From an optimization exercise on the open Yosys and OpenROAD flow, aimed at small area and a short achievable clock period; shortcuts taken in it are not production practice. Function was checked by simulation only, so behaviour that the tests miss may differ from the original. No activity file was given, so power comes from the tool's default toggle rates.

==> flow/design.v <==
package wdc_pkg;
  typedef logic [12-1:0] sample_t;
  typedef logic [48-1:0] ltc_t;
  typedef struct packed {
    sample_t thresh;
    logic    gt;
    logic    lt;
    logic    thresh_en;
    logic    link_en;
  } trig_conf_t;
  typedef struct packed {
    sample_t samp;
    logic    trig;
  } trig_word_t;
  typedef struct packed {
    logic chan;
    logic link;
    ltc_t ltc;
  } hdr_t;
  typedef struct packed {
    logic sop;
    logic eop;
    logic chan;
    logic link;
    ltc_t payload;
  } rd_word_t;
endpackage
`timescale 1ns/1ps
module wvb_fifo #(
  parameter int W = 1,
  parameter int DEPTH = 4
) (
  input  logic                       lclk,
  input  logic                       lclk_rst,
  input  logic                       i_wr,
  input  logic [W-1:0]               i_data,
  input  logic                       i_pop,
  output logic [W-1:0]               o_data,
  output logic                       o_empty,
  output logic [$clog2(DEPTH+1)-1:0] o_count
);
  localparam int AW = $clog2(DEPTH);
  localparam int CW = $clog2(DEPTH + 1);
  logic [W-1:0] mem [DEPTH];
  logic [AW-1:0] wr_ptr;
  logic [AW-1:0] rd_ptr;
  logic [CW-1:0] count;
  logic wr_ok;
  logic pop_ok;
  assign wr_ok  = i_wr && (count != CW'(DEPTH));
  assign pop_ok = i_pop && (count != '0);
  always_ff @(posedge lclk) begin
    if (wr_ok) begin
      mem[wr_ptr] <= i_data;
    end
  end
  always_ff @(posedge lclk) begin
    if (lclk_rst) begin
      wr_ptr <= '0;
      rd_ptr <= '0;
      count  <= '0;
    end else begin
      if (wr_ok) begin
        wr_ptr <= wr_ptr + 1'b1;
      end
      if (pop_ok) begin
        rd_ptr <= rd_ptr + 1'b1;
      end
      count <= count + CW'(wr_ok) - CW'(pop_ok);
    end
  end
  assign o_data  = mem[rd_ptr];
  assign o_empty = (count == '0);
  assign o_count = count;
endmodule
`timescale 1ns/1ps
module thresh_trigger (
  input  logic                lclk,
  input  logic                lclk_rst,
  input  wdc_pkg::sample_t    i_samp,
  input  wdc_pkg::trig_conf_t i_conf,
  output wdc_pkg::trig_word_t o_word
);
  wdc_pkg::sample_t samp_q;
  logic trig_q;
  logic above;
  logic below;
  logic above_q;
  logic below_q;
  logic gt_cross;
  logic lt_cross;
  assign above = i_samp > i_conf.thresh;
  assign below = i_samp < i_conf.thresh;
  assign gt_cross = i_conf.gt && above && !above_q;
  assign lt_cross = i_conf.lt && below && !below_q;
  always_ff @(posedge lclk) begin
    samp_q <= i_samp;
  end
  always_ff @(posedge lclk) begin
    if (lclk_rst) begin
      trig_q  <= 1'b0;
      above_q <= 1'b1;
      below_q <= 1'b1;
    end else begin
      trig_q  <= i_conf.thresh_en && (gt_cross || lt_cross);
      above_q <= above;
      below_q <= below;
    end
  end
  assign o_word = {samp_q, trig_q};
endmodule
`timescale 1ns/1ps
module wvf_capture #(
  parameter int CHAN = 0
) (
  input  logic                lclk,
  input  logic                lclk_rst,
  input  wdc_pkg::trig_word_t i_word,
  input  logic                i_link_trig,
  input  wdc_pkg::ltc_t       i_ltc,
  input  logic                i_hdr_pop,
  input  logic                i_samp_pop,
  output wdc_pkg::hdr_t       o_hdr,
  output logic                o_hdr_empty,
  output wdc_pkg::sample_t    o_samp,
  output logic                o_overflow
);
  localparam int HC_W = $clog2(4 + 1);
  localparam int SC_W = $clog2(64 + 1);
  localparam int WC_W = $clog2((4 + 12));
  wdc_pkg::sample_t dly [4];
  logic busy;
  logic [WC_W-1:0] cnt;
  logic start_req;
  logic room;
  logic start;
  wdc_pkg::hdr_t hdr_in;
  logic [HC_W-1:0] hdr_count;
  logic [SC_W-1:0] samp_count;
  always_ff @(posedge lclk) begin
    dly[0] <= i_word.samp;
    for (int k = 1; k < 4; k++) begin
      dly[k] <= dly[k-1];
    end
  end
  assign start_req = !busy && (i_word.trig || i_link_trig);
  assign room = (hdr_count < HC_W'(4)) &&
                (samp_count <= SC_W'(64 - (4 + 12)));
  assign start = start_req && room;
  assign hdr_in = {1'(CHAN), !i_word.trig, i_ltc};
  always_ff @(posedge lclk) begin
    if (lclk_rst) begin
      busy       <= 1'b0;
      cnt        <= '0;
      o_overflow <= 1'b0;
    end else begin
      if (start) begin
        busy <= 1'b1;
        cnt  <= WC_W'(1);
      end else if (busy) begin
        cnt <= cnt + 1'b1;
        if (cnt == WC_W'((4 + 12) - 1)) begin
          busy <= 1'b0;
        end
      end
      if (start_req && !room) begin
        o_overflow <= 1'b1;
      end
    end
  end
  wvb_fifo #(.W(12), .DEPTH(64)) u_samp_fifo (
    .lclk     (lclk),
    .lclk_rst (lclk_rst),
    .i_wr     (start || busy),
    .i_data   (dly[4-1]),
    .i_pop    (i_samp_pop),
    .o_data   (o_samp),
    .o_empty  (),
    .o_count  (samp_count)
  );
  wvb_fifo #(.W(48 + 2), .DEPTH(4)) u_hdr_fifo (
    .lclk     (lclk),
    .lclk_rst (lclk_rst),
    .i_wr     (start),
    .i_data   (hdr_in),
    .i_pop    (i_hdr_pop),
    .o_data   (o_hdr),
    .o_empty  (o_hdr_empty),
    .o_count  (hdr_count)
  );
endmodule
`timescale 1ns/1ps
module wvb_readout (
  input  logic                                lclk,
  input  logic                                lclk_rst,
  input  logic                                i_rd_en,
  input  logic [2*(48+2)-1:0] i_hdr,
  input  logic             [2-1:0]  i_hdr_empty,
  input  logic [2*12-1:0] i_samp,
  output logic             [2-1:0]  o_hdr_pop,
  output logic             [2-1:0]  o_samp_pop,
  output logic                                o_rd_valid,
  output logic [48+3:0]               o_rd_word
);
  localparam int CH_W = $clog2(2);
  localparam int EC_W = $clog2((4 + 12) + 1);
  logic busy;
  logic [EC_W-1:0] cnt;
  logic [CH_W-1:0] cur;
  logic [CH_W-1:0] last;
  logic [CH_W-1:0] cand;
  logic [CH_W-1:0] pick;
  logic found;
  logic ev_chan;
  logic ev_link;
  wdc_pkg::hdr_t cur_hdr;
  wdc_pkg::sample_t cur_samp;
  assign cur_hdr  = i_hdr[cur*(48+2) +: (48+2)];
  assign cur_samp = i_samp[cur*12 +: 12];
  always_comb begin
    pick  = last;
    found = 1'b0;
    cand  = last;
    for (int k = 1; k <= 2; k++) begin
      cand = CH_W'((int'(last) + k) % 2);
      if (!found && !i_hdr_empty[cand]) begin
        pick  = cand;
        found = 1'b1;
      end
    end
  end
  always_comb begin
    o_hdr_pop  = '0;
    o_samp_pop = '0;
    if (busy) begin
      if (cnt == '0) begin
        o_hdr_pop[cur] = 1'b1;
      end else begin
        o_samp_pop[cur] = 1'b1;
      end
    end
  end
  always_ff @(posedge lclk) begin
    if (lclk_rst) begin
      busy       <= 1'b0;
      cnt        <= '0;
      cur        <= '0;
      last       <= CH_W'(2 - 1);
      o_rd_valid <= 1'b0;
      o_rd_word  <= '0;
    end else begin
      o_rd_valid    <= 1'b0;
      o_rd_word[48+3] <= 1'b0;
      o_rd_word[48+2] <= 1'b0;
      if (!busy) begin
        if (i_rd_en && found) begin
          busy <= 1'b1;
          cnt  <= '0;
          cur  <= pick;
          last <= pick;
        end
      end else begin
        o_rd_valid <= 1'b1;
        cnt        <= cnt + 1'b1;
        if (cnt == '0) begin
          o_rd_word <= {1'b1, 1'b0, cur_hdr.chan,
                         cur_hdr.link, cur_hdr.ltc};
          ev_chan   <= cur_hdr.chan;
          ev_link   <= cur_hdr.link;
        end else begin
          o_rd_word <= {1'b0, (cnt == EC_W'((4 + 12))),
                         ev_chan, ev_link,
                         {{(48 - 12){1'b0}}, cur_samp}};
        end
        if (cnt == EC_W'((4 + 12))) begin
          busy <= 1'b0;
        end
      end
    end
  end
endmodule
`timescale 1ns/1ps
module wdc_acq_top (
  input  logic                                  lclk,
  input  logic                                  lclk_rst,
  input  logic [2*12-1:0]  i_adc_samp,
  input  logic [2*16-1:0]             i_trig_conf,
  input  logic                                  i_rd_en,
  input  logic                                  i_ltc_set,
  input  logic [48-1:0]                 i_ltc_val,
  output logic                                  o_rd_valid,
  output logic [48+3:0]                 o_rd_word,
  output logic [2-1:0]                o_overflow
);
  wdc_pkg::ltc_t ltc;
  logic [2*(12+1)-1:0] trig_word;
  logic [2-1:0] link_trig;
  logic [2*(48+2)-1:0] hdr;
  logic [2-1:0] hdr_empty;
  logic [2*12-1:0] samp;
  logic       [2-1:0] hdr_pop;
  logic       [2-1:0] samp_pop;
  always_ff @(posedge lclk) begin
    if (lclk_rst) begin
      ltc <= '0;
    end else if (i_ltc_set) begin
      ltc <= i_ltc_val;
    end else begin
      ltc <= ltc + 1'b1;
    end
  end
  for (genvar c = 0; c < 2; c++) begin : g_chan
    thresh_trigger u_trig (
      .lclk     (lclk),
      .lclk_rst (lclk_rst),
      .i_samp   (i_adc_samp[c*12 +: 12]),
      .i_conf   (i_trig_conf[c*16 +: 16]),
      .o_word   (trig_word[c*(12+1) +: (12+1)])
    );
    assign link_trig[c] = trig_word[((c + 1) % 2)*(12+1)] && i_trig_conf[c*16];
    wvf_capture #(.CHAN(c)) u_capture (
      .lclk        (lclk),
      .lclk_rst    (lclk_rst),
      .i_word      (trig_word[c*(12+1) +: (12+1)]),
      .i_link_trig (link_trig[c]),
      .i_ltc       (ltc),
      .i_hdr_pop   (hdr_pop[c]),
      .i_samp_pop  (samp_pop[c]),
      .o_hdr       (hdr[c*(48+2) +: (48+2)]),
      .o_hdr_empty (hdr_empty[c]),
      .o_samp      (samp[c*12 +: 12]),
      .o_overflow  (o_overflow[c])
    );
  end
  wvb_readout u_readout (
    .lclk        (lclk),
    .lclk_rst    (lclk_rst),
    .i_rd_en     (i_rd_en),
    .i_hdr       (hdr),
    .i_hdr_empty (hdr_empty),
    .i_samp      (samp),
    .o_hdr_pop   (hdr_pop),
    .o_samp_pop  (samp_pop),
    .o_rd_valid  (o_rd_valid),
    .o_rd_word   (o_rd_word)
  );
endmodule
==> flow/run.sh <==
#!/bin/bash
# synth_recipe.tcl (not shown) runs the flow's synth.tcl, then flattens the netlist and writes it again
# the make line also repeats each setting of config.mk as NAME=value (left out here)
make -C /OpenROAD-flow-scripts/flow DESIGN_CONFIG=/design/flow/config.mk WORK_HOME=/design/flow/orfs CLKGATE_MAP_FILE= SYNTH_SCRIPT=/design/flow/synth_recipe.tcl finish
==> flow/config.mk <==
export PLATFORM = sky130hd
export DESIGN_NAME = wdc_acq_top
export DESIGN_NICKNAME = wdc_acq_top
export VERILOG_FILES = /design/flow/design.v
export SDC_FILE = /design/flow/constraint.sdc
export NUM_CORES = 4
export LEC_CHECK = 0
export CAP_MARGIN = 20
export CORE_MARGIN = 2
export CORE_UTILIZATION = 40
export SLEW_MARGIN = 20
==> flow/constraint.sdc <==
create_clock -name core_clock -period 4.0 [get_ports {lclk}]
set_input_delay 0.8000 -clock core_clock [delete_from_list [all_inputs] [get_ports {lclk}]]
set_output_delay 0.8000 -clock core_clock [all_outputs]
set_load 0.01 [all_outputs]
==> summary.txt <==
==> cell families (layout without fill, tap and decap cells) <==
group / count (synthesis) / count (layout) / share of synthesized area [%]
buf+inv: 331 / 941 / 1.77
other cells: 0 / 4 / 0
compound gates: 447 / 447 / 3.48
xor+xnor: 89 / 89 / 0.908
mux: 716 / 716 / 14.3
fa+ha+maj: 71 / 71 / 1.07
simple gates: 685 / 685 / 3.64
flops: 2245 / 2245 / 74.8
==> layer usage <==
layer / share of wire [%] / track usage, % / vias up / wire (um)
li1: - / - / 19099 / -
met1: 43 / 27.6 / 23309 / 91700
met2: 49 / 31.3 / 1429 / 104000
met3: 6.4 / 3.44 / 264 / 13600
met4: 2.0 / 4.38 / 2 / 4170
met5: 0.0052 / 0 / - / 11
==> power by group through the flow <==
stage	Combinational (mW)	Clock (mW)	Sequential, mW
6_report	1.20	20.4	26.0
2_1_floorplan	0.614	0	26.4
3_5_place_dp	1.21	0	26.5
4_1_cts	1.21	20.7	26.0
3_3_place_gp	1.19	0	26.5
5_1_grt	1.31	21.7	26.0
==> per-stage QoR <==
step                worst slack, ps  std cells  power [mW]  instance area [sq um]  utilization (%)
global route                    302       8034        49.0                  99500             46.5
floorplan                       650       4584        27.0                  85900                -
global placement                355       7616        27.7                  92400             43.2
detailed placement              391       7616        27.7                  92400             43.2
finish                          539       8036        47.6                  99500             46.5
CTS                             516       8032        47.9                  99500             46.5
==> registers in the layout, indices dropped and copies added, names as in the netlist, 5 cells and up, named ones only <==
name	count
g_chan.u_capture.u_samp_fifo.mem	1536
g_chan.u_capture.u_hdr_fifo.mem	392
g_chan.u_capture.dly	96
u_readout.o_rd_word	52
ltc	48
g_chan.u_trig.samp_q	24
g_chan.u_capture.u_samp_fifo.count	14
g_chan.u_capture.u_samp_fifo.rd_ptr	12
g_chan.u_capture.u_samp_fifo.wr_ptr	12
g_chan.u_capture.cnt	8
g_chan.u_capture.u_hdr_fifo.count	6
u_readout.cnt	5
==> synthesized netlist by cell type (66+ instances only) <==
cell | n | share of area [%]
mux2i_1 | 224 | 2.6
a21oi_1 | 88 | 0.51
o21ai_0 | 72 | 0.42
inv_1 | 75 | 0.33
a22oi_1 | 80 | 0.70
dfxtp_1 | 315 | 7.3
nor2_1 | 348 | 1.5
edfxtp_1 | 1930 | 67
mux2_2 | 92 | 1.2
nand2_1 | 110 | 0.48
buf_2 | 66 | 0.38
clkbuf_1 | 120 | 0.52
ha_1 | 67 | 0.98
mux4_2 | 400 | 10
==> cell type report <==
type	count	share of cell area [%]
tap	2838	3.57
antenna	4	0.0101
inverter	78	0.294
clock buffer	298	6.15
multi-input combinational	2008	20.2
clock inverter	118	1.05
sequential	2245	64.7
timing repair buffer	447	4.06
==> worst paths after layout <==
path | cells past startpoint | endpoint | slack (ps)
worst min-delay path | 0 | g_chan[0].u_capture.dly[3][11] | 290
worst min register to register | 0 | g_chan[0].u_capture.dly[3][11] | 290
worst max-delay path | 17 | g_chan[0].u_capture.u_samp_fifo.count[6] | 540
worst max register to register | 17 | g_chan[0].u_capture.u_samp_fifo.count[6] | 540
==> worst register-to-register path, stage by stage, from the launching register on <==
cell and delay, ps:
dfxtp_1 350, inv_1 70, ha_1 160, nor3b_1 320, nor2b_1 370, a2111oi_2 90
buf_4 190, ha_1 270, inv_1 40, ha_1 200, fa_1 430, a21oi_1 140
o21bai_1 110, a21oi_1 180, nor2_1 60, nor2_1 120, xor2_1 160, nor2_1 50
==> summary.md <==
| Metric | Value |
|---|---|
| Final RePlAce weighted congestion | `about 0.84` |
| Critical path buffers and inverters | `3` |
| Post-Syn Area per Cell | `around 19 sq um` |
| CP max stage cell | `fa_1` |
| CP Capture Type | `flip-flop` |
| Min cycle time layout | `3460 ps` |
| Post-synthesis cell count | `4584` |
| Critical Path Max Stage Delay | `between 400 and 500 ps` |
| First-pass GRT wire length | `311 mm` |
| Most frequent cells in the layout | `edfxtp_1 (1930), mux4_2 (400), nor2_1 (346)` |
| CP top delay family | `adder cells` |
| EDFF count, synth | `1930` |
| Syn nets | `4763` |
| Initial Utilization | `40.1%` |
| Hold path startpoint | `g_chan[0].u_capture.dly[2][11]` |
| Final Setup Violations | `0` |
| CTS tree | `built` |
| Post-CTS Hold Buffers | `0` |
| Register Area | `~64000 sq um` |
| Yosys reg bits | `2245` |
| Pwr dens | `between 400 and 500 nW/um^2` |
| Clk_skew | `60.8 ps` |
| Vias/cell | `5.49` |
| MaxCap Viol Count | `0` |
| Yosys cell types | `64` |
| Pint | `37.5 mW` |
| Total Routing Usage GR | `19.4%` |
| Vias in the first global route | `44259` |
| Nets | `5181` |
| YS warnings | `11` |
| VDD IR max | `between 0.0004 and 0.0005 V` |
| Min Hold Slack | `between 200 and 300 ps` |
| Drt total wl | `213 mm` |
| Post-synthesis sequential area ratio | `74.8%` |
| Logic pwr share | `2.5%` |
| Critical path origin | `u_readout.cnt[0]` |
| Routed Antenna Nets | `0` |
| DR vias | `44103` |
| CP cell instances | `inv_1, ha_1, nor3b_1, nor2b_1, a2111oi_2, buf_4, ha_1, inv_1, ha_1, fa_1, a21oi_1, o21bai_1, a21oi_1, nor2_1, nor2_1, xor2_1, nor2_1` |
| Hold Fails Final Rpt | `0` |
| CP required | `4700 ps` |
| Cts repair resizes | `0` |
| Max Fclk | `just under 300 MHz` |
| Sw Share | `21.0%` |
| Fill count | `18115` |
| Min-delay worst type | `flip-flop to flip-flop` |
| Largest net degree at the start of global routing | `75` |
| P_sw | `10.0 mW` |
| Power share of the clock group | `42.8%` |
| Max Buffers Root-to-Sink | `3` |
| Die area | `218000 sq um` |
| Max-slew headroom | `23.5%` |
| Asr flop ratio synth | `0%` |
| Dpl hpwl | `134 mm` |
| Startpoint types | `flip-flop` |
| Multi-input gate area | `20100 sq um` |
| CTS root buf | `clkbuf_16` |
| Die width | `467 um` |
| Synth Cell Area | `between 80000 and 90000 sq um` |
| Iter 0 DRT Violations | `about 4700` |
| Overflow after GRT | `0` |
| Clock-pin slew on the worst setup and hold paths | `roughly 60 ps` |
| H-Tree Depth | `4` |
| Port Buf Inserts | `162` |
| Area grow syn2layout | `15.9%` |
| Status | `no timing/DRC/antenna violations` |
| Die H | `467 um` |
| Worst-margin pin slew | `1150 ps` |
| Pins Over Slew Limit | `0` |
| Core ar. | `between 200000 and 250000 sq um` |
| Setup TNS | `0 ps` |
| Clock latency (worst-skew pair) | `870 ps` |
| Crit path kind | `flip-flop to flip-flop` |
| Sequential power share | `54.7%` |
| Pleak | `between 30 and 40 nW` |
| Commonest non-fill, non-tap cell in the layout | `edfxtp_1` |
| Number of buffers created by CTS | `222` |
| Main synth FF type | `edfxtp_1` |
| Reg2reg start | `u_readout.cnt[0]` |
| Remaining routing DRC violations | `0` |
| Postcts setup bufs | `0` |
| Row count | `170` |
| Wire length per cell | `roughly 27 um` |
| DR pass1 iterations | `6` |
| RSZ-0062 raised after global routing | `no` |
| Antenna violations before repair | `4` |
| # IOs | `163` |
| Fraction of layout cells with a size suffix above 1 | `22.6%` |
| CTS Sinks | `2245` |
| Fin crit share | `between 80% and 90%` |
| Crit-path max FO | `7` |
| Crit path arrival time | `between 4000 and 5000 ps` |

==> port drivers added, routing unchanged <==
How much do the figures lean on ideal ports? The routed layout below was timed once more, with nothing changed but the port constraints.
Step 1 assumes that a clkbuf_16 drives the clock port and a buf_2 every other input.
Step 2 also shifts input and output timing later by t, the mid clock arrival at the registers, as if the neighbouring blocks saw the same clock.
Slacks: ideal ports / drivers / drivers and shift; pairs: ideal ports / drivers.
shift t [ns]: 0.917
setup slack, ns: 0.539 / 0.539 / 0.331
worst register clock-pin slew, ns: 0.07 / 0.07
worst slew at a driven data input, ns: 0.15
pins driven straight from the clock port: 1
After both steps this run still meets setup and hold. For this run, drivers alone change the setup slack by 0.000 ns; drivers and shift together by -0.208 ns.
